From an optimization exercise on the open Yosys and OpenROAD flow, aimed at small area; shortcuts taken in it are not production practice. At most, simulation tests tie the RTL to the original design; equivalence was not proved. For runs 1 and 2, only the layout was checked, not whether the RTL still works. No driver is modelled on the clock port, so clocking that relies on it looks cheaper here than on a real chip.

==> design/flow/config.mk <==
export PLATFORM = sky130hd
export DESIGN_NAME = ambient_light_brightness_tracker
export DESIGN_NICKNAME = ambient_light_brightness_tracker
export VERILOG_FILES = /design/flow/design.v
export SDC_FILE = /design/flow/constraint.sdc
export NUM_CORES = 4
export LEC_CHECK = 0
export ABC_AREA = 1
export CAP_MARGIN = 20
export CORE_MARGIN = 2
export CORE_UTILIZATION = 40
export CTS_BUF_LIST = sky130_fd_sc_hd__clkbuf_8
export PLACE_DENSITY = 0.6
export SLEW_MARGIN = 20
==> design/flow/flow/abc_area.script <==
strash
dch
map -a -B 0.9
mfs2
strash
dch
map -a -B 0.9
topo
==> design/flow/constraint.sdc <==
create_clock -name core_clock -period 7.0 [get_ports {aclk}]
set_input_delay 1.4000 -clock core_clock [delete_from_list [all_inputs] [get_ports {aclk}]]
set_output_delay 1.4000 -clock core_clock [all_outputs]
set_load 0.01 [all_outputs]
==> design/flow/standard.sh <==
#!/bin/bash
# synth_recipe.tcl (not shown) runs the flow's synth.tcl, then flattens the netlist and writes it again
# the make line also repeats each setting of config.mk as NAME=value (left out here)
make -C /OpenROAD-flow-scripts/flow DESIGN_CONFIG=/design/flow/config.mk WORK_HOME=/design/flow/orfs CLKGATE_MAP_FILE= SYNTH_SCRIPT=/design/flow/synth_recipe.tcl "${@:-finish}"
==> design/flow/flow/run.sh <==
#!/bin/bash
# Standard layout, with three changes: ABC maps for area only (flow/abc_area.script
# replaces ORFS's abc_area.script in a copy of the ORFS scripts), the port
# buffers are the smallest buffer, and clock tree synthesis adds no dummy loads.
# Every tool's output goes to a log here.
set -euo pipefail
rm -rf scr
cp -r "$FLOW_HOME/scripts" scr
cp flow/abc_area.script scr/abc_area.script
bash standard.sh SCRIPTS_DIR="$PWD/scr" BUFFER_PORTS_ARGS="-buffer_cell sky130_fd_sc_hd__buf_1" \
    CTS_ARGS="-sink_clustering_enable -repair_clock_nets -buf_list sky130_fd_sc_hd__clkbuf_8 -dont_use_dummy_load" \
    > make_finish.log 2>&1
==> design/flow/design.v <==
package alb_pkg;
    localparam int SAMPLE_W   = 10;     
    localparam int LEVEL_W    = 5;      
    localparam int CFG_W      = 4;      
    localparam int CFG_IDX_W  = 2;
    localparam int WINDOW_LEN = 10;
    localparam int SUM_W      = 14;     
endpackage
module alb_window (
    input  logic                          aclk,
    input  logic                          aresetn,
    input  logic                          upd,       
    input  logic [alb_pkg::SAMPLE_W-1:0]  in_sample,
    output logic [alb_pkg::SUM_W-1:0]     sum_m10
);
    localparam int N = alb_pkg::WINDOW_LEN;
    localparam int W = alb_pkg::SUM_W;
    logic [alb_pkg::SAMPLE_W-1:0] ent [N];    
    logic [3:0]                   cnt;        
    logic                         first;
    logic [W-1:0]                 op_b, op_c, csa_s, csa_c, sum_next;
    assign first = (cnt == 4'd0);
    assign op_b = first ? {3'b000, in_sample, 1'b0} : {4'b0000, in_sample};
    assign op_c = first ? {1'b0, in_sample, 3'b000} : ~{4'b0000, ent[N-1]};
    always_comb begin
        logic c;
        csa_s    = sum_m10 ^ op_b ^ op_c;
        csa_c    = {(sum_m10[W-2:0] & op_b[W-2:0]) | (sum_m10[W-2:0] & op_c[W-2:0]) | (op_b[W-2:0] & op_c[W-2:0]), !first};
        c        = 1'b0;
        for (int i = 0; i < W; i++) begin
            sum_next[i] = csa_s[i] ^ csa_c[i] ^ c;
            c           = (csa_s[i] & csa_c[i]) | (csa_s[i] & c) | (csa_c[i] & c);
        end
    end
    always_ff @(posedge aclk) begin
        if (upd) begin
            ent[0] <= in_sample;
            for (int i = 1; i < N - 1; i++) begin
                ent[i] <= ent[i-1];
            end
        end
        if (upd && (first || cnt == 4'(N))) begin
            ent[N-1] <= first ? in_sample : ent[N-2];
        end
    end
    always_ff @(posedge aclk) begin
        if (!aresetn) begin
            cnt     <= '0;
            sum_m10 <= 14'h3ff6;    
        end else if (upd) begin
            if (cnt != 4'(N)) begin
                cnt <= cnt + 4'd1;
            end
            sum_m10 <= sum_next;
        end
    end
endmodule
module alb_scale (
    input  logic                       aclk,
    input  logic                       aresetn,
    input  logic                       in_valid,
    output logic                       in_ready,
    input  logic [alb_pkg::SUM_W-1:0]  sum_m10,
    output logic                       out_valid,
    input  logic                       out_ready,
    input  logic [alb_pkg::CFG_W-1:0]  min_level,
    input  logic [alb_pkg::CFG_W-1:0]  max_level,
    output logic [alb_pkg::CFG_W-1:0]  target
);
    function automatic [4:0] div10_step(input [4:0] v);
        case (v)
            5'd10:   div10_step = {1'b1, 4'd0};
            5'd11:   div10_step = {1'b1, 4'd1};
            5'd12:   div10_step = {1'b1, 4'd2};
            5'd13:   div10_step = {1'b1, 4'd3};
            5'd14:   div10_step = {1'b1, 4'd4};
            5'd15:   div10_step = {1'b1, 4'd5};
            5'd16:   div10_step = {1'b1, 4'd6};
            5'd17:   div10_step = {1'b1, 4'd7};
            5'd18:   div10_step = {1'b1, 4'd8};
            5'd19:   div10_step = {1'b1, 4'd9};
            default: div10_step = {1'b0, v[3:0]};
        endcase
    endfunction
    function automatic [13:0] add14(input [13:0] a, input [13:0] b, input cin);
        logic c;
        c = cin;
        for (int i = 0; i < 14; i++) begin
            add14[i] = a[i] ^ b[i] ^ c;
            c        = (a[i] & b[i]) | (a[i] & c) | (b[i] & c);
        end
    endfunction
    logic        va_reg, vp_reg, adv;
    logic [9:0]  a, a_reg;
    logic [3:0]  d, d_reg;
    logic        crossed, crossed_reg;
    logic [13:0] p;
    logic [3:0]  p_hi_reg;
    logic        c, c_reg;
    assign adv      = !vp_reg || out_ready;
    assign in_ready = adv;
    always_comb begin
        logic [3:0] r;
        logic [4:0] o;
        r = sum_m10[13:10];
        for (int i = 9; i >= 0; i--) begin
            o    = div10_step({r, sum_m10[i]});
            a[i] = o[4];
            r    = o[3:0];
        end
    end
    always_comb begin
        logic b;
        b = 1'b0;
        for (int i = 0; i < 4; i++) begin
            d[i] = max_level[i] ^ min_level[i] ^ b;
            b    = (!max_level[i] & min_level[i]) | (!(max_level[i] ^ min_level[i]) & b);
        end
        crossed = b;
    end
    always_comb begin
        logic [13:0] acc;
        acc = d_reg[0] ? 14'(a_reg) << 1 : 14'(a_reg);
        acc = add14(acc, d_reg[1] ? 14'(a_reg) << 1 : 14'd0, 1'b0);
        acc = add14(acc, d_reg[2] ? 14'(a_reg) << 2 : 14'd0, 1'b0);
        acc = add14(acc, d_reg[3] ? 14'(a_reg) << 3 : 14'd0, 1'b0);
        p   = acc;
    end
    always_comb begin
        logic cc;
        cc = 1'b1;
        for (int i = 0; i < 4; i++) begin
            cc = (p[i] & p[10+i]) | (p[i] & cc) | (p[10+i] & cc);
        end
        c = cc & (&p[9:4]);
    end
    always_comb begin
        logic cc;
        cc = !c_reg;
        for (int i = 0; i < 4; i++) begin
            target[i] = max_level[i] ^ !p_hi_reg[i] ^ cc;
            cc        = (max_level[i] & !p_hi_reg[i]) | (max_level[i] & cc) | (!p_hi_reg[i] & cc);
        end
    end
    always_ff @(posedge aclk) begin
        if (!aresetn) begin
            va_reg <= 1'b0;
            vp_reg <= 1'b0;
        end else begin
            if (adv) begin
                va_reg <= in_valid;
                vp_reg <= va_reg;
            end
        end
    end
    always_ff @(posedge aclk) begin
        d_reg       <= d;
        crossed_reg <= crossed;
    end
    always_ff @(posedge aclk) begin
        if (adv) begin
            a_reg <= crossed_reg ? 10'h3ff : a;
        end
        if (adv) begin
            p_hi_reg <= p[13:10];
            c_reg    <= c;
        end
    end
    assign out_valid = vp_reg;
endmodule
module alb_level (
    input  logic [alb_pkg::CFG_W-1:0]  target,
    input  logic [alb_pkg::CFG_W-1:0]  level,
    output logic [alb_pkg::CFG_W-1:0]  level_next,
    output logic                       moved
);
    logic below;    
    always_comb begin
        logic b;
        b = 1'b0;
        for (int i = 0; i < 4; i++) begin
            b = (!target[i] & level[i]) | (!(target[i] ^ level[i]) & b);
        end
        below = b;
        moved = (target != level);
    end
    always_comb begin
        logic c;
        c = 1'b0;
        for (int i = 0; i < 4; i++) begin
            level_next[i] = level[i] ^ (i == 0 ? moved : below) ^ c;
            c             = (level[i] & (i == 0 ? moved : below)) | (level[i] & c) | ((i == 0 ? moved : below) & c);
        end
    end
endmodule
module ambient_light_brightness_tracker (
    input  logic                  aclk,
    input  logic                  aresetn,
    input  logic                  cfg_wr_en,
    input  logic [alb_pkg::CFG_IDX_W-1:0]  cfg_index,
    input  logic [alb_pkg::CFG_W-1:0]      cfg_wdata,
    input  logic                  s_valid,
    output logic                  s_ready,
    input  logic [alb_pkg::SAMPLE_W-1:0]   s_light_sample,
    output logic                  m_valid,
    input  logic                  m_ready,
    output logic signed [alb_pkg::LEVEL_W-1:0] m_level,
    output logic                  m_level_written,
    output logic signed [alb_pkg::LEVEL_W-1:0] m_target_level
);
    logic                        auto_enable;
    logic [alb_pkg::CFG_W-1:0]   manual_level, min_level, max_level;
    logic                        v1, r1, r2, upd;
    logic [alb_pkg::SUM_W-1:0]   sum_m10;
    logic [alb_pkg::CFG_W-1:0]   target, level_reg, level_next;
    logic                        moved;
    always_ff @(posedge aclk) begin
        if (!aresetn) begin
            auto_enable  <= 1'b1;
            manual_level <= 4'd8;
            min_level    <= 4'd0;
            max_level    <= 4'd15;
        end else if (cfg_wr_en) begin
            case (cfg_index)
                2'd0: auto_enable  <= cfg_wdata[0];
                2'd1: manual_level <= cfg_wdata;
                2'd2: min_level    <= cfg_wdata;
                2'd3: max_level    <= cfg_wdata;
                default: ;
            endcase
        end
    end
    assign r1      = r2;
    assign s_ready = r1;
    assign upd     = s_valid && r1 && auto_enable;
    alb_window u_window (
        .aclk      (aclk),
        .aresetn   (aresetn),
        .upd       (upd),
        .in_sample (s_light_sample),
        .sum_m10   (sum_m10)
    );
    alb_scale u_scale (
        .aclk      (aclk),
        .aresetn   (aresetn),
        .in_valid  (v1),
        .in_ready  (r2),
        .sum_m10   (sum_m10),
        .out_valid (m_valid),
        .out_ready (m_ready),
        .min_level (min_level),
        .max_level (max_level),
        .target    (target)
    );
    alb_level u_level (
        .target     (target),
        .level      (level_reg),
        .level_next (level_next),
        .moved      (moved)
    );
    always_ff @(posedge aclk) begin
        if (!aresetn) begin
            v1        <= 1'b0;
            level_reg <= '0;
        end else begin
            if (r1) begin
                v1 <= s_valid;
            end
            if (m_valid && m_ready && auto_enable) begin
                level_reg <= level_next;
            end
        end
    end
    assign m_level         = auto_enable ? {1'b0, level_next} : {1'b0, manual_level};
    assign m_level_written = auto_enable ? moved : 1'b1;
    assign m_target_level  = auto_enable ? {1'b0, target} : 5'd0;
endmodule
==> flow_summary.yaml, run 1 <==
layout:
  syn2layout_area_growth_pct: 10.7
  instances_no_fill: 983
  largest_reg_flops: 100
  final_cell_area_um2: 8520
  final_core_util_pct: 45.4
  drive_above_1_share_pct: 10.0
  diodes: 0
  nets: 845
timing:
  worst_pin_slew_ns: 0.953
  fin_skew_ns: 0.0265
  rsz0062_at_grt: "yes"
  setup_ws_ns: 0.167
  final.min_clock_period_ns: 6.83
  hold_violations: 0
  maxSlewHeadroom_pct: 36.5
  fmax_ghz: 0.146
  holdWs_ns: 0.413
  final.setup.tns_ns: 0
  fin_crit_sh_pct: 97.6
  setup_viol: 0
  finalMaxSlewViolations: 0
routing:
  ant_nets: 0
  totalWireLength_mm: 13.2
  drtIter0Drc: 198
  avgViaCountPerCell: 4.92
  first_pass_iters: 4
  wire_per_inst_um: 13.4
  drc: 0
  via_count: 4838
die:
  core_area_um2: 18800
  num_rows: 50
  die-area_um2: 20400
  start_util_pct: 41.0
  dieHeight_um: 143
  pin_count: 34
  die_w_um: 143
logic_synthesis:
  synth_edf_count: 115
  synth_ff_type: "edfxtp_1"
  synth.yosys.warnings: 5
  seq_area_frac_synth_pct: 56.1
  syn_inst: 688
  yosysMostFrequentCell: "edfxtp_1"
  synth_area_leaders: "edfxtp_1 (45%), fa_1 (15%), dfxtp_1 (11%), clkinv_1 (5.4%), nor2_1 (4.6%)"
  ys_seq_elements: 158
  synth.top_cell.area_share_pct: 44.9
  postSynthAreaPerCell_um2: 11.2
  synthesis.area_um2: 7700
  synth_common_cells: "edfxtp_1 (115), clkinv_1 (111), nor2_1 (94), nand2_1 (74), o21ai_0 (63)"
  synth_top_area_cell: "edfxtp_1"
  ys_types: 25
  synthArstFlopShare_pct: 0
clocking:
  numCtsBuffers: 17
  cts_htree_levels: 4
  worstSkewPairLatency_ns: 0.44
  clock_tree.root_cell: "clkbuf_8"
  clockBufferDepth: 2
  cts.sinks: 158
  cts_tree: "yes"
  ctsHoldBuffers: 0
  clkTransAtPathRegs_ns: 0.09
placed_design:
  dpl_cell_area_um2: 8210
  place_inst: 966
  pre_cts_ws_ns: -0.371
  routabilityCongestion: 0.804
  port_buffers: 31
  hpwl_mm: 9.55
setup_path:
  arrival_ns: 7.18
  crit_path_start_kind: "input port"
  critPathCaptureType: "flop"
  max_stage_delay_ns: 0.43
  path_cells: "clkbuf_2 -> clkinv_1 -> nor2_2 -> fa_1 -> ha_1 -> clkinv_1 -> fa_1 -> clkinv_1 -> fa_1 -> fa_1 -> fa_1 -> fa_1 -> fa_1 -> fa_1 -> fa_1 -> fa_1 -> fa_1 -> fa_1 -> clkinv_1 -> fa_1 -> o21ai_0"
  slowest_stage: "fa_1"
  path_class: "input port to flop"
  critical_path.max_fanout: 3
  cpMostUsedCell: "fa_1"
  reg2regPathDepth: 22
  r2r_slack_ns: 0.22
  required_ns: 7.35
hold_path:
  hold_depth: 0
  hold_path_class: "flop to flop"
run_status:
  status: "timing/DRC/antenna clean"
run:
  drv_cap: 0
grt:
  first_global_vias: 5002
  antenna_found_initial: 0
  overflow: 0
  grt_max_degree: 87
  gr-usage-all-layers_pct: 13.9
  grt_pass1_wl_mm: 22.3
## cell type report
class,instances,area (um2)
clock buffers,17,234
well taps,234,293
repair buffers,45,223
inverters,111,420
fillers,1737,10200
multi-input cells,418,3030
flip-flops and latches,158,4320
## logic make-up after synthesis
| group | synth area share, % |
|---|---|
| AND/OR/NAND/NOR | 10.5 |
| flip-flops | 56.1 |
| AO/OA/AOI/OAI | 9.25 |
| buffers and inverters | 5.61 |
| adder cells (fa/ha/maj) | 17.5 |
| XOR/XNOR | 1.02 |
| other | 0.0487 |
## layout by cell type (no fill, tap or decap), types with 2 or more instances in the layout
| cell type | Yosys | layout |
|---|---|---|
| o21bai_1 | 5 | 5 |
| nand4_1 | 4 | 4 |
| buf_1 | 0 | 30 |
| conb_1 | 1 | 2 |
| buf_4 | 2 | 14 |
| a22o_2 | 2 | 2 |
| nor3_1 | 7 | 7 |
| nand3_1 | 14 | 13 |
| a21oi_1 | 56 | 55 |
| inv_2 | 0 | 3 |
| ha_1 | 15 | 14 |
| nor2_2 | 0 | 2 |
| fa_2 | 0 | 18 |
| nor2_1 | 94 | 91 |
| xnor2_1 | 5 | 5 |
| clkbuf_8 | 0 | 17 |
| dfxtp_1 | 43 | 41 |
| o21ai_0 | 63 | 59 |
| clkinv_1 | 111 | 106 |
| nand2_1 | 74 | 74 |
| or2_2 | 5 | 5 |
| o22ai_1 | 5 | 4 |
| fa_1 | 58 | 40 |
| xor2_1 | 4 | 4 |
| o21ai_1 | 0 | 3 |
| edfxtp_1 | 115 | 115 |
## routing by layer
metal	up-vias	GRT usage (%)	wire length, um
met5	-	0	0
met4	0	4.74	208
met3	15	3.39	445
met2	82	24.3	6500
met1	2343	16.7	6030
li1	2398	-	-
## timing repair
action	CTS	global route
endpoints found under the setup margin	1	5
resized for setup	5	32
buffers inserted	0	0
endpoints found under the hold margin	0	0
pin swaps	0	8
## worst paths after layout
check                                     from                           endpoint
setup / recovery             s_light_sample[0]  u_window.sum_m10[12]$_SDFFE_PN1P_
hold / removal    u_window.ent[3][0]$_DFFE_PP_       u_window.ent[4][0]$_DFFE_PP_
setup reg to reg      u_scale.d_reg[1]$_DFF_P_            u_scale.c_reg$_DFFE_PN_
hold reg to reg   u_window.ent[3][0]$_DFFE_PP_       u_window.ent[4][0]$_DFFE_PP_
## worst max-delay path: cells and delay by family
family	cells	cell delay [ns]
fa+ha+maj	14	5.05
buf+inv	5	0.41
compound gates	1	0.18
simple gates	1	0.12
==> run 2: changes to the inputs <==
--- a/design/flow/design.v
+++ b/design/flow/design.v
@@ -90,15 +90,18 @@
             c        = (a[i] & b[i]) | (a[i] & c) | (b[i] & c);
         end
     endfunction
-    logic        va_reg, vp_reg, adv;
+    logic        va_reg, vp_reg, ra, rp;
     logic [9:0]  a, a_reg;
-    logic [3:0]  d, d_reg;
-    logic        crossed, crossed_reg;
+    logic        zero_reg;
+    logic [3:0]  d;
+    logic        crossed;
     logic [13:0] p;
     logic [3:0]  p_hi_reg;
     logic        c, c_reg;
-    assign adv      = !vp_reg || out_ready;
-    assign in_ready = adv;
+    logic [3:0]  quot;
+    assign rp       = !vp_reg || out_ready;
+    assign ra       = !va_reg || rp;
+    assign in_ready = ra;
     always_comb begin
         logic [3:0] r;
         logic [4:0] o;
@@ -120,10 +123,10 @@
     end
     always_comb begin
         logic [13:0] acc;
-        acc = d_reg[0] ? 14'(a_reg) << 1 : 14'(a_reg);
-        acc = add14(acc, d_reg[1] ? 14'(a_reg) << 1 : 14'd0, 1'b0);
-        acc = add14(acc, d_reg[2] ? 14'(a_reg) << 2 : 14'd0, 1'b0);
-        acc = add14(acc, d_reg[3] ? 14'(a_reg) << 3 : 14'd0, 1'b0);
+        acc = d[0] ? 14'(a_reg) << 1 : 14'(a_reg);
+        acc = add14(acc, d[1] ? 14'(a_reg) << 1 : 14'd0, 1'b0);
+        acc = add14(acc, d[2] ? 14'(a_reg) << 2 : 14'd0, 1'b0);
+        acc = add14(acc, d[3] ? 14'(a_reg) << 3 : 14'd0, 1'b0);
         p   = acc;
     end
     always_comb begin
@@ -136,10 +139,18 @@
     end
     always_comb begin
         logic cc;
-        cc = !c_reg;
-        for (int i = 0; i < 4; i++) begin
-            target[i] = max_level[i] ^ !p_hi_reg[i] ^ cc;
-            cc        = (max_level[i] & !p_hi_reg[i]) | (max_level[i] & cc) | (!p_hi_reg[i] & cc);
+        cc = c_reg;
+        for (int i = 0; i < 4; i++) begin
+            quot[i] = p_hi_reg[i] ^ cc;
+            cc      = cc & p_hi_reg[i];
+        end
+    end
+    always_comb begin
+        logic b;
+        b = 1'b0;
+        for (int i = 0; i < 4; i++) begin
+            target[i] = max_level[i] ^ quot[i] ^ b;
+            b         = (!max_level[i] & quot[i]) | (!(max_level[i] ^ quot[i]) & b);
         end
     end
     always_ff @(posedge aclk) begin
@@ -147,23 +158,22 @@
             va_reg <= 1'b0;
             vp_reg <= 1'b0;
         end else begin
-            if (adv) begin
+            if (ra) begin
                 va_reg <= in_valid;
+            end
+            if (rp) begin
                 vp_reg <= va_reg;
             end
         end
     end
     always_ff @(posedge aclk) begin
-        d_reg       <= d;
-        crossed_reg <= crossed;
-    end
-    always_ff @(posedge aclk) begin
-        if (adv) begin
-            a_reg <= crossed_reg ? 10'h3ff : a;
-        end
-        if (adv) begin
-            p_hi_reg <= p[13:10];
-            c_reg    <= c;
+        if (in_valid && ra) begin
+            a_reg    <= a;
+            zero_reg <= sum_m10[13] & sum_m10[12];
+        end
+        if (va_reg && rp) begin
+            p_hi_reg <= crossed ? d : (zero_reg ? 4'd0 : p[13:10]);
+            c_reg    <= crossed || (!zero_reg && c);
         end
     end
     assign out_valid = vp_reg;
@@ -230,7 +240,7 @@
             endcase
         end
     end
-    assign r1      = r2;
+    assign r1      = !v1 || r2;
     assign s_ready = r1;
     assign upd     = s_valid && r1 && auto_enable;
     alb_window u_window (
==> design/flow/flow/abc_area.script (replaced) <==
strash
dch
map -a -B 0.9
strash
dch
map -a -B 0.9
topo
==> run 2 against run 1 <==
Compared with the run above: largest cell class unchanged; global-route usage is 0.49 points higher; register-to-register slack lost 0.30 ns; hold slack got worse by 0.0082 ns; die area rose by 0.11%; non-clock buffer count rose by 10; wire length fell by 0.39%; sequential share of layout area fell by 2.1 points; synthesized cell count up 1.7%; the layout now fails its checks (setup timing); critical path depth is 9 higher.
==> flow_summary.yaml, run 2 <==
run_status:
  status: "complete, but fails checks"
  so.violations: "setup timing"
placed_design:
  pre_cts_ws_ns: -0.626
  port_buffers: 31
  routabilityCongestion: 0.752
  hpwl_mm: 9.56
routing:
  first_pass_iters: 5
  drc: 0
  drtIter0Drc: 281
  avgViaCountPerCell: 4.76
  ant_nets: 0
  wire_per_inst_um: 12.7
  via_count: 4912
  totalWireLength_mm: 13.1
clocking:
  worstSkewPairLatency_ns: 0.46
  clockBufferDepth: 2
  cts_tree: "yes"
  clock_tree.root_cell: "clkbuf_8"
  ctsHoldBuffers: 0
  clkTransAtPathRegs_ns: 0.08
  numCtsBuffers: 17
  cts.sinks: 154
  cts_htree_levels: 4
die:
  pin_count: 34
  start_util_pct: 40.9
  die_w_um: 143
  dieHeight_um: 143
  num_rows: 50
  die-area_um2: 20400
  core_area_um2: 18800
logic_synthesis:
  synth_common_cells: "edfxtp_1 (116), clkinv_1 (114), nor2_1 (108), o21ai_0 (72), nand2_1 (64)"
  synth_ff_type: "edfxtp_1"
  synth_edf_count: 116
  synth.top_cell.area_share_pct: 45.2
  ys_seq_elements: 154
  postSynthAreaPerCell_um2: 11.0
  ys_types: 27
  synth_top_area_cell: "edfxtp_1"
  synthesis.area_um2: 7700
  syn_inst: 700
  synthArstFlopShare_pct: 0
  yosysMostFrequentCell: "edfxtp_1"
  seq_area_frac_synth_pct: 55.1
  synth_area_leaders: "edfxtp_1 (45%), fa_1 (15%), dfxtp_1 (9.9%), clkinv_1 (5.6%), nor2_1 (5.3%)"
  synth.yosys.warnings: 5
layout:
  multiInputGateArea_um2: 3190
  drive_above_1_share_pct: 14.5
  nets: 870
  largest_reg_flops: 100
  diodes: 0
  syn2layout_area_growth_pct: 13.4
  nFillCells: 1761
  register_area_um2: 4250
  final_core_util_pct: 46.4
  layout_common_cells: "edfxtp_1 (116), clkinv_1 (104), nor2_1 (103), nand2_1 (63), o21ai_0 (62)"
  final_common_cell: "edfxtp_1"
grt:
  grt_max_degree: 72
  overflow: 0
  first_global_vias: 4767
  gr-usage-all-layers_pct: 14.4
  grt_pass1_wl_mm: 22.6
  antenna_found_initial: 0
setup_path:
  required_ns: 7.24
  path_class: "flop to flop"
  crit_path_start_kind: "flop"
  cpMostUsedCell: "fa_2"
  critical_path.max_fanout: 3
  max_stage_delay_ns: 0.56
  arrival_ns: 7.32
  reg2regPathDepth: 30
  critPathCaptureType: "flop"
  r2r_slack_ns: -0.08
  slowest_stage: "fa_2"
  r2r_end: "u_scale.c_reg$_DFFE_PP_"
  r2r_start: "max_level[0]$_SDFFE_PN1P_"
timing:
  worst_pin_slew_ns: 0.916
  fin_skew_ns: 0.0332
  hold_violations: 0
  final.setup.tns_ns: -0.0782
  rsz0062_at_grt: "yes"
  holdWs_ns: 0.405
  final.min_clock_period_ns: 7.08
  finalMaxSlewViolations: 0
  setup_ws_ns: -0.0782
  fmax_ghz: 0.141
  fin_crit_sh_pct: 101
  maxSlewHeadroom_pct: 38.7
  setup_viol: 1
hold_path:
  hold_depth: 0
  hold_end: "u_window.ent[3][7]$_DFFE_PP_"
  min_from: "u_window.ent[2][7]$_DFFE_PP_"
  hold_path_class: "flop to flop"
run:
  drv_cap: 0
-- run 2: cell types whose count changed after synthesis, sizes merged, moves of 3 or more --
cell,before,now
ha,15,19
o21bai,5,2
a21oi,56,51
nor2,94,108
o21ai,63,72
clkinv,111,114
nand3,14,17
nand2,74,64
dfxtp,43,38
-- run 2: area by class of cell --
cell class	count	area share, %
Tap cell	260	3.72
Inverter	114	5.04
Sequential cell	154	48.6
Multi-Input combinational cell	431	36.5
Clock buffer	17	2.68
Timing Repair Buffer	55	3.45
-- run 2: kinds of logic after synthesis --
group | after synthesis | share of synthesized area (%)
compound gates | 141 | 9.76
buf+inv | 116 | 5.75
fa+ha+maj | 76 | 17.9
flops | 154 | 55.1
xor+xnor | 7 | 0.796
simple gates | 205 | 10.7
other cells | 1 | 0.0487
-- run 2: worst max-delay path by stage --
stage,start,end,slack (ns)
final,max_level[0]$_SDFFE_PN1P_,u_scale.c_reg$_DFFE_PP_,-0.08
after global routing,max_level[0]$_SDFFE_PN1P_,u_scale.c_reg$_DFFE_PP_,-0.36
after CTS,max_level[0]$_SDFFE_PN1P_,u_scale.c_reg$_DFFE_PP_,-0.53
after detailed placement,max_level[0]$_SDFFE_PN1P_,u_scale.c_reg$_DFFE_PP_,-0.63
after global placement,max_level[0]$_SDFFE_PN1P_,u_scale.c_reg$_DFFE_PP_,-0.44
after floorplan,max_level[0]$_SDFFE_PN1P_,u_scale.c_reg$_DFFE_PP_,-0.37
-- run 2: critical path, delay by kind of cell (launching register included) --
family	cells	cell delay (ns)
AO/OA/AOI/OAI	3	0.36
adder cells (fa/ha/maj)	16	5.49
buffers and inverters	8	0.42
flip-flops	1	0.34
AND/OR/NAND/NOR	3	0.28
-- run 2: metrics by stage --
stage	cell area [um2]	cells
after detailed placement	8320	1009
after global placement	8320	1009
after global routing	8740	1031
after floorplan	7750	701
final	8740	1031
after CTS	8670	1029
-- run 2: repair_timing --
action,4_1_cts,5_1_grt
gates resized for setup,39,25
endpoints found under the setup margin,3,7
pin swaps,30,30
setup buffers,3,1
-- run 2: routing by layer --
metal  vias up  track usage [%]  wire, um
li1       2484                -         -
met1      2346             19.1      6210
met2        74             23.1      6240
met3         8             4.43       566
met4         0             3.60       106
met5         -                0         0
==> run 3: changes to the inputs <==
--- a/design/flow/design.v
+++ b/design/flow/design.v
@@ -90,18 +90,16 @@
             c        = (a[i] & b[i]) | (a[i] & c) | (b[i] & c);
         end
     endfunction
-    logic        va_reg, vp_reg, ra, rp;
+    logic        va_reg, vp_reg, adv;
     logic [9:0]  a, a_reg;
-    logic        zero_reg;
     logic [3:0]  d;
     logic        crossed;
     logic [13:0] p;
-    logic [3:0]  p_hi_reg;
-    logic        c, c_reg;
-    logic [3:0]  quot;
-    assign rp       = !vp_reg || out_ready;
-    assign ra       = !va_reg || rp;
-    assign in_ready = ra;
+    logic [3:0]  p_hi_reg, p_lo_reg;
+    logic        p_ones_reg;
+    logic        c;
+    assign adv      = !vp_reg || out_ready;
+    assign in_ready = adv;
     always_comb begin
         logic [3:0] r;
         logic [4:0] o;
@@ -133,24 +131,16 @@
         logic cc;
         cc = 1'b1;
         for (int i = 0; i < 4; i++) begin
-            cc = (p[i] & p[10+i]) | (p[i] & cc) | (p[10+i] & cc);
-        end
-        c = cc & (&p[9:4]);
+            cc = (p_lo_reg[i] & p_hi_reg[i]) | (p_lo_reg[i] & cc) | (p_hi_reg[i] & cc);
+        end
+        c = cc & p_ones_reg;
     end
     always_comb begin
         logic cc;
-        cc = c_reg;
-        for (int i = 0; i < 4; i++) begin
-            quot[i] = p_hi_reg[i] ^ cc;
-            cc      = cc & p_hi_reg[i];
-        end
-    end
-    always_comb begin
-        logic b;
-        b = 1'b0;
-        for (int i = 0; i < 4; i++) begin
-            target[i] = max_level[i] ^ quot[i] ^ b;
-            b         = (!max_level[i] & quot[i]) | (!(max_level[i] ^ quot[i]) & b);
+        cc = !c;
+        for (int i = 0; i < 4; i++) begin
+            target[i] = max_level[i] ^ !p_hi_reg[i] ^ cc;
+            cc        = (max_level[i] & !p_hi_reg[i]) | (max_level[i] & cc) | (!p_hi_reg[i] & cc);
         end
     end
     always_ff @(posedge aclk) begin
@@ -158,22 +148,20 @@
             va_reg <= 1'b0;
             vp_reg <= 1'b0;
         end else begin
-            if (ra) begin
+            if (adv) begin
                 va_reg <= in_valid;
-            end
-            if (rp) begin
                 vp_reg <= va_reg;
             end
         end
     end
     always_ff @(posedge aclk) begin
-        if (in_valid && ra) begin
-            a_reg    <= a;
-            zero_reg <= sum_m10[13] & sum_m10[12];
-        end
-        if (va_reg && rp) begin
-            p_hi_reg <= crossed ? d : (zero_reg ? 4'd0 : p[13:10]);
-            c_reg    <= crossed || (!zero_reg && c);
+        if (adv) begin
+            a_reg <= crossed ? 10'h3ff : a;
+        end
+        if (adv) begin
+            p_hi_reg   <= p[13:10];
+            p_lo_reg   <= p[3:0];
+            p_ones_reg <= &p[9:4];
         end
     end
     assign out_valid = vp_reg;
@@ -240,7 +228,7 @@
             endcase
         end
     end
-    assign r1      = !v1 || r2;
+    assign r1      = r2;
     assign s_ready = r1;
     assign upd     = s_valid && r1 && auto_enable;
     alb_window u_window (
==> design/flow/flow/run.sh (replaced) <==
#!/bin/bash
# Standard layout, with these changes: ABC maps for area only (flow/abc_area.script
# replaces ORFS's abc_area.script in a copy of the ORFS scripts), the port
# buffers are the smallest buffer, and clock tree synthesis builds its tree from
# clkbuf_4 without dummy loads, then upsizes to clkbuf_8 each clock buffer whose
# flip-flop clock pins would see a slew above 115 ps (flow/ckfix.tcl).
# Every tool's output goes to a log here (make_finish.log, and ORFS's own logs).
set -euo pipefail
rm -rf scr
cp -r "$FLOW_HOME/scripts" scr
cp flow/abc_area.script scr/abc_area.script
sed -i "s|^log_cmd clock_tree_synthesis {\*}\$cts_args\$|&\nsource $PWD/flow/ckfix.tcl\nck_fix 0.115 sky130_fd_sc_hd__clkbuf_8|" scr/cts.tcl
grep -q "ck_fix 0.115" scr/cts.tcl
bash standard.sh SCRIPTS_DIR="$PWD/scr" BUFFER_PORTS_ARGS="-buffer_cell sky130_fd_sc_hd__buf_1" \
    CTS_ARGS="-sink_clustering_enable -repair_clock_nets -buf_list sky130_fd_sc_hd__clkbuf_4 -dont_use_dummy_load" \
    > make_finish.log 2>&1
==> design/flow/flow/abc_area.script (replaced) <==
strash
dch
map -a -B 0.9
mfs2
strash
dch
map -a -B 0.9
topo
==> design/flow/flow/ckfix.tcl (new file) <==
# Upsize clock buffers whose flip-flop clock pins see a slew above the limit.
proc ck_fix {limit bigger} {
  estimate_parasitics -placement
  set n 0
  foreach inst [get_cells *] {
    set c [get_property $inst ref_name]
    if {![string match "sky130_fd_sc_hd__clkbuf_*" $c] || $c eq $bigger} { continue }
    set worst 0
    foreach pin [get_pins -of_objects $inst -filter "direction == output"] {
      foreach l [get_pins -of_objects [get_nets -of_objects $pin] -filter "direction == input"] {
        if {[get_property $l name] ne "CLK"} { continue }
        set s [get_property $l slew_max]
        if {$s > $worst} { set worst $s }
      }
    }
    if {$worst > $limit} { replace_cell $inst $bigger; incr n }
  }
  puts "ck_fix: upsized $n clock buffers to $bigger"
}
==> run 3 against run 2 <==
Compared with the run above: now clean on timing, DRC and antenna; clock skew barely moved; sequential share of layout area increased by 2.8 points; cell count fell by 6.1%.
==> flow_summary.yaml, run 3 <==
layout:
  layout_common_cells: "edfxtp_1 (119), clkinv_1 (105), nor2_1 (95), nand2_1 (62), o21ai_0 (60)"
  syn2layout_area_growth_pct: 9.85
  final_cell_area_um2: 8430
  largest_reg_flops: 100
  instances_no_fill: 968
  final_common_cell: "edfxtp_1"
  register_area_um2: 4340
  final_core_util_pct: 44.9
  drive_above_1_share_pct: 9.82
  nets: 829
  multiInputGateArea_um2: 3020
  nFillCells: 1770
timing:
  setup_viol: 0
  fmax_ghz: 0.148
  finalMaxSlewViolations: 0
  fin_crit_sh_pct: 96.8
  maxSlewHeadroom_pct: 31.0
  hold_violations: 0
  final.setup.tns_ns: 0
  rsz0062_at_grt: "yes"
  final.min_clock_period_ns: 6.78
  fin_skew_ns: 0.0330
  worst_pin_slew_ns: 1.03
routing:
  ant_nets: 0
  avgViaCountPerCell: 4.97
  drc: 0
  wire_per_inst_um: 13.6
  via_count: 4815
  first_pass_iters: 4
  drtIter0Drc: 189
  totalWireLength_mm: 13.1
setup_path:
  r2r_end: "u_scale.p_hi_reg[2]$_DFFE_PN_"
  arrival_ns: 7.07
  crit_path_start_kind: "flop"
  required_ns: 7.29
  reg2regPathDepth: 22
  critical_path.max_fanout: 3
  r2r_slack_ns: 0.22
  r2r_start: "max_level[0]$_SDFFE_PN1P_"
  critPathCaptureType: "flop"
  path_class: "flop to flop"
logic_synthesis:
  synthArstFlopShare_pct: 0
  yosysMostFrequentCell: "edfxtp_1"
  ys_types: 29
  synth.yosys.warnings: 5
  postSynthAreaPerCell_um2: 11.4
  seq_area_frac_synth_pct: 56.5
  synth_common_cells: "edfxtp_1 (119), clkinv_1 (111), nor2_1 (97), nand2_1 (63), o21ai_0 (62)"
  synth_top_area_cell: "edfxtp_1"
  synth_edf_count: 119
  synthesis.area_um2: 7670
  syn_inst: 676
  synth_area_leaders: "edfxtp_1 (47%), fa_1 (15%), dfxtp_1 (9.9%), clkinv_1 (5.4%), nor2_1 (4.7%)"
  synth_ff_type: "edfxtp_1"
  synth.top_cell.area_share_pct: 46.6
  ys_seq_elements: 157
hold_path:
  hold_end: "u_window.ent[7][5]$_DFFE_PP_"
  hold_path_class: "flop to flop"
  hold_depth: 0
  min_from: "u_window.ent[6][5]$_DFFE_PP_"
run_status:
  status: "timing/DRC/antenna clean"
clocking:
  cts.sinks: 157
  numCtsBuffers: 17
  clkTransAtPathRegs_ns: 0.10
  cts_tree: "yes"
  worstSkewPairLatency_ns: 0.56
  ctsHoldBuffers: 0
  cts_setup_buffers: 0
placed_design:
  routabilityCongestion: 0.808
  hpwl_mm: 9.60
  place_inst: 950
  port_buffers: 31
  dpl_cell_area_um2: 8180
grt:
  first_global_vias: 4951
  gr-usage-all-layers_pct: 14.1
  overflow: 0
  grt_max_degree: 71
  grt_pass1_wl_mm: 22.6
  antenna_found_initial: 1
die:
  die-area_um2: 20300
  pin_count: 34
  start_util_pct: 40.9
  die_w_um: 143
  dieHeight_um: 143
  core_area_um2: 18800
  num_rows: 50
run:
  drv_cap: 0
run 3: cell count changes after synthesis, moves of 2 or more:
cell,change
o21ai_0,-10
nor2_1,-11
clkinv_1,-3
edfxtp_1,+3
xor2_1,+2
nand4_1,-2
a21oi_1,+3
nor3_1,-2
ha_1,-4
maj3_1,+3
run 3: area by class of cell:
class / count / share of cell area (%)
Antenna cell: 1 / 0.0297
Clock buffer: 17 / 1.96
Inverter: 111 / 4.96
Multi-Input combinational cell: 407 / 35.9
Sequential cell: 157 / 51.4
Tap cell: 234 / 3.47
Timing Repair Buffer: 41 / 2.29
run 3: cells by family after synthesis:
kind of cell    Yosys count  synth area share (%)
fa+ha+maj                76                  18.0
other cells               1                0.0489
flops                   157                  56.5
simple gates            189                  9.90
buf+inv                 113                  5.62
xor+xnor                  9                  1.03
compound gates          131                  8.97
run 3: worst max-delay path, cell delays in order, from the launching register on:
cell	delay, ns
dfxtp_2	0.33
clkinv_1	0.07
ha_2	0.18
fa_2	0.58
nor2_2	0.05
ha_2	0.17
clkinv_1	0.05
fa_1	0.15
clkinv_1	0.07
fa_1	0.38
fa_2	0.35
fa_2	0.34
fa_2	0.34
fa_2	0.35
fa_1	0.40
fa_1	0.49
fa_2	0.41
fa_1	0.52
inv_2	0.05
fa_2	0.38
fa_2	0.34
fa_1	0.49
clkinv_1	0.05
run 3: metal layers:
metal / vias to the layer above / global-route usage (%) / routed length (um)
li1: 2373 / - / -
met1: 2361 / 17.9 / 6000
met2: 62 / 23.7 / 6490
met3: 19 / 2.96 / 407
met4: 0 / 5.32 / 236
met5: - / 0 / 0
run 3: stage by stage:
| stage | setup slack, ns | hold slack (ns) |
|---|---|---|
| 3_5_place_dp | -0.313 | 0.405 |
| 2_1_floorplan | 0.0316 | 0.400 |
| 4_1_cts | 0.00362 | 0.404 |
| 6_report | 0.223 | 0.407 |
| 5_1_grt | -0.0346 | 0.411 |
| 3_3_place_gp | -0.208 | 0.404 |
run 3: worst max path at each step:
stage | startpoint | to
after floorplan | max_level[0]$_SDFFE_PN1P_ | u_scale.p_hi_reg[2]$_DFFE_PN_
after global placement | s_light_sample[0] | u_window.sum_m10[12]$_SDFFE_PN1P_
after detailed placement | s_light_sample[0] | u_window.sum_m10[13]$_SDFFE_PN1P_
after CTS | max_level[0]$_SDFFE_PN1P_ | u_scale.p_hi_reg[2]$_DFFE_PN_
after global routing | max_level[0]$_SDFFE_PN1P_ | u_scale.p_hi_reg[2]$_DFFE_PN_
final | max_level[0]$_SDFFE_PN1P_ | u_scale.p_hi_reg[2]$_DFFE_PN_
run 3: repair_timing:
| action | CTS | global route |
|---|---|---|
| pin swaps | 3 | 12 |
| resized for setup | 1 | 31 |
| setup endpoints to repair | 1 | 8 |
| gates cloned | 0 | 0 |
==> run 4: changes to the inputs <==
==> design/flow/flow/run.sh (replaced) <==
#!/bin/bash
# Standard layout, with these changes: ABC maps for area only (flow/abc_area.script
# replaces ORFS's abc_area.script in a copy of the ORFS scripts), the port
# buffers are the smallest buffer, and clock tree synthesis builds its tree from
# clkbuf_4 without dummy loads, then upsizes to clkbuf_8 each clock buffer whose
# loads would see a slew above 105 ps (flow/ckfix.tcl).
# Every tool's output goes to a log here (make_finish.log, and ORFS's own logs).
set -euo pipefail
rm -rf scr
cp -r "$FLOW_HOME/scripts" scr
cp flow/abc_area.script scr/abc_area.script
sed -i "s|^log_cmd clock_tree_synthesis {\*}\$cts_args\$|&\nsource $PWD/flow/ckfix.tcl\nck_fix 0.105 sky130_fd_sc_hd__clkbuf_8|" scr/cts.tcl
grep -q "ck_fix 0.105" scr/cts.tcl
bash standard.sh SCRIPTS_DIR="$PWD/scr" BUFFER_PORTS_ARGS="-buffer_cell sky130_fd_sc_hd__buf_1" \
    CTS_ARGS="-sink_clustering_enable -repair_clock_nets -buf_list sky130_fd_sc_hd__clkbuf_4 -dont_use_dummy_load" \
    > make_finish.log 2>&1
--- a/design/flow/flow/ckfix.tcl
+++ b/design/flow/flow/ckfix.tcl
@@ -1,4 +1,4 @@
-# Upsize clock buffers whose flip-flop clock pins see a slew above the limit.
+# Upsize clock buffers whose flip-flop loads see a slew above the limit.
 proc ck_fix {limit bigger} {
   estimate_parasitics -placement
   set n 0
@@ -8,7 +8,6 @@
     set worst 0
     foreach pin [get_pins -of_objects $inst -filter "direction == output"] {
       foreach l [get_pins -of_objects [get_nets -of_objects $pin] -filter "direction == input"] {
-        if {[get_property $l name] ne "CLK"} { continue }
         set s [get_property $l slew_max]
         if {$s > $worst} { set worst $s }
       }
==> run 4 against run 3 <==
Compared with the run above: die area is the same; clock skew about the same.
==> flow_summary.yaml, run 4 <==
run_status:
  status: "timing/DRC/antenna clean"
logic_synthesis:
  synth_area_leaders: "edfxtp_1 (47%), fa_1 (15%), dfxtp_1 (9.9%), clkinv_1 (5.4%), nor2_1 (4.7%)"
  postSynthAreaPerCell_um2: 11.4
  syn_inst: 676
  yosysMostFrequentCell: "edfxtp_1"
  synthesis.area_um2: 7670
  synthArstFlopShare_pct: 0
  synth_common_cells: "edfxtp_1 (119), clkinv_1 (111), nor2_1 (97), nand2_1 (63), o21ai_0 (62)"
  synth.yosys.warnings: 5
  seq_area_frac_synth_pct: 56.5
  ys_types: 29
  synth.top_cell.area_share_pct: 46.6
  ys_seq_elements: 157
  synth_ff_type: "edfxtp_1"
  synth_top_area_cell: "edfxtp_1"
  synth_edf_count: 119
routing:
  via_count: 4813
  totalWireLength_mm: 13.1
  drc: 0
  wire_per_inst_um: 13.6
  drtIter0Drc: 216
  avgViaCountPerCell: 4.98
  ant_nets: 0
  first_pass_iters: 4
clocking:
  ctsHoldBuffers: 0
  cts_setup_buffers: 0
  numCtsBuffers: 17
  cts.sinks: 157
  cts_tree: "yes"
  clkTransAtPathRegs_ns: 0.09
  worstSkewPairLatency_ns: 0.43
timing:
  worst_pin_slew_ns: 0.996
  finalMaxSlewViolations: 0
  holdWs_ns: 0.401
  setup_viol: 0
  fin_crit_sh_pct: 97.1
  fin_skew_ns: 0.0334
  fmax_ghz: 0.147
  maxSlewHeadroom_pct: 33.6
  final.min_clock_period_ns: 6.79
  hold_violations: 0
die:
  start_util_pct: 40.9
  pin_count: 34
  core_area_um2: 18800
  dieHeight_um: 143
  num_rows: 50
  die-area_um2: 20300
  die_w_um: 143
setup_path:
  path_class: "flop to flop"
  critPathCaptureType: "flop"
  critical_path.max_fanout: 3
  required_ns: 7.17
  r2r_slack_ns: 0.21
  arrival_ns: 6.97
  crit_path_start_kind: "flop"
hold_path:
  hold_path_class: "flop to flop"
layout:
  drive_above_1_share_pct: 8.87
  syn2layout_area_growth_pct: 9.72
  final_common_cell: "edfxtp_1"
  nets: 829
  final_cell_area_um2: 8420
  final_core_util_pct: 44.9
  diodes: 0
  layout_common_cells: "edfxtp_1 (119), clkinv_1 (106), nor2_1 (94), nand2_1 (63), o21ai_0 (60)"
  nFillCells: 1767
  largest_reg_flops: 100
placed_design:
  port_buffers: 31
  routabilityCongestion: 0.808
  dpl_cell_area_um2: 8180
  hpwl_mm: 9.60
grt:
  grt_pass1_wl_mm: 22.6
  grt_max_degree: 71
  gr-usage-all-layers_pct: 14.1
  first_global_vias: 4961
  antenna_found_initial: 0
  overflow: 0
run:
  drv_cap: 0
==> run 4: cell counts after synthesis <==
No cell type changed its count.
==> run 4: metrics by stage <==
step | std cells | worst slack, ns | setup TNS (ns)
floorplan | 677 | 0.0316 | 0
global placement | 950 | -0.208 | -0.416
detailed placement | 950 | -0.313 | -0.653
CTS | 967 | 0.00389 | 0
global route | 967 | -0.0372 | -0.0472
finish | 967 | 0.206 | 0
==> run 4: cell type report <==
cell class	instances	area (um2)	share of cell area (%)
flip-flops and latches	157	4340	51.5
well taps	234	293	3.48
clock buffers	17	178	2.11
repair buffers	41	193	2.29
multi-input cells	407	3000	35.7
inverters	111	418	4.96
==> run 4: cell families after synthesis <==
kind of cell	count (synthesis)	synth area share, %
AO/OA/AOI/OAI	131	8.97
XOR/XNOR	9	1.03
adder cells (fa/ha/maj)	76	18.0
buffers and inverters	113	5.62
flip-flops	157	56.5
other	1	0.0489
AND/OR/NAND/NOR	189	9.90
==> run 4: worst paths after layout <==
check	depth (start not counted)	from	to
worst max-delay path	23	min_level[0]$_SDFFE_PN0P_	u_scale.p_hi_reg[2]$_DFFE_PN_
worst min-delay path	0	u_window.ent[1][8]$_DFFE_PP_	u_window.ent[2][8]$_DFFE_PP_
worst max register to register	23	min_level[0]$_SDFFE_PN0P_	u_scale.p_hi_reg[2]$_DFFE_PN_
worst min register to register	0	u_window.ent[1][8]$_DFFE_PP_	u_window.ent[2][8]$_DFFE_PP_
==> run 4: repair_timing <==
item / CTS / global route
endpoints found under the setup margin: 1 / 8
hold endpoints to repair: 0 / 0
gates resized for setup: 1 / 22
pin swaps: 3 / 5
==> run 4: routing by layer <==
layer	GRT usage (%)	wire, um	up-vias
met5	0	0	-
met4	4.69	181	0
met3	3.36	452	16
met2	23.7	6540	56
met1	17.9	5960	2373
li1	-	-	2368
==> run 4: worst max-delay path: stages (launching register included) <==
cell      delay, ns
dfxtp_1        0.40
ha_4           0.16
fa_2           0.47
nor2_2         0.13
ha_2           0.20
clkinv_1       0.07
fa_1           0.36
clkinv_1       0.06
fa_1           0.41
inv_2          0.07
fa_1           0.18
inv_2          0.05
fa_2           0.33
fa_2           0.34
fa_2           0.34
fa_2           0.35
fa_2           0.41
fa_2           0.37
fa_1           0.52
inv_2          0.05
fa_2           0.38
fa_2           0.34
fa_1           0.49
clkinv_1       0.05

afterwards: timing with drivers on the ports:
How much do the figures lean on ideal ports? The routed layouts below were timed once more, with nothing changed but the port constraints.
Step 1 sets driving cells, clkbuf_16 on the clock port and buf_2 on the other inputs (assumed; they add their load-dependent delay and slew).
Step 2 adds t to the input delays and takes it off the output delays; t is the mean of the earliest and latest rising clock arrival at the registers after step 1. Input paths then give back, and output paths get back, about the clock's delay inside the block.
Three values: no drivers, after step 1, after step 2; two values: the first two.
run | t (ns) | slack for setup (ns) | hold slack, ns
run 1 | 0.469 | 0.167 / 0.182 / -0.287 | 0.413 / 0.413 / 0.413
run 2 | 0.476 | -0.078 / -0.078 / -0.214 | 0.405 / 0.405 / 0.405
run 3 | 0.580 | 0.223 / 0.223 / -0.249 | 0.407 / 0.407 / 0.407
run 4 | 0.454 | 0.206 / 0.206 / -0.152 | 0.401 / 0.401 / 0.401
Met with ideal ports but missed after step 2: setup timing in run 1, run 3 and run 4. For run 3, which loses most, drivers alone change the setup slack by 0.000 ns; drivers and shift together by -0.472 ns.
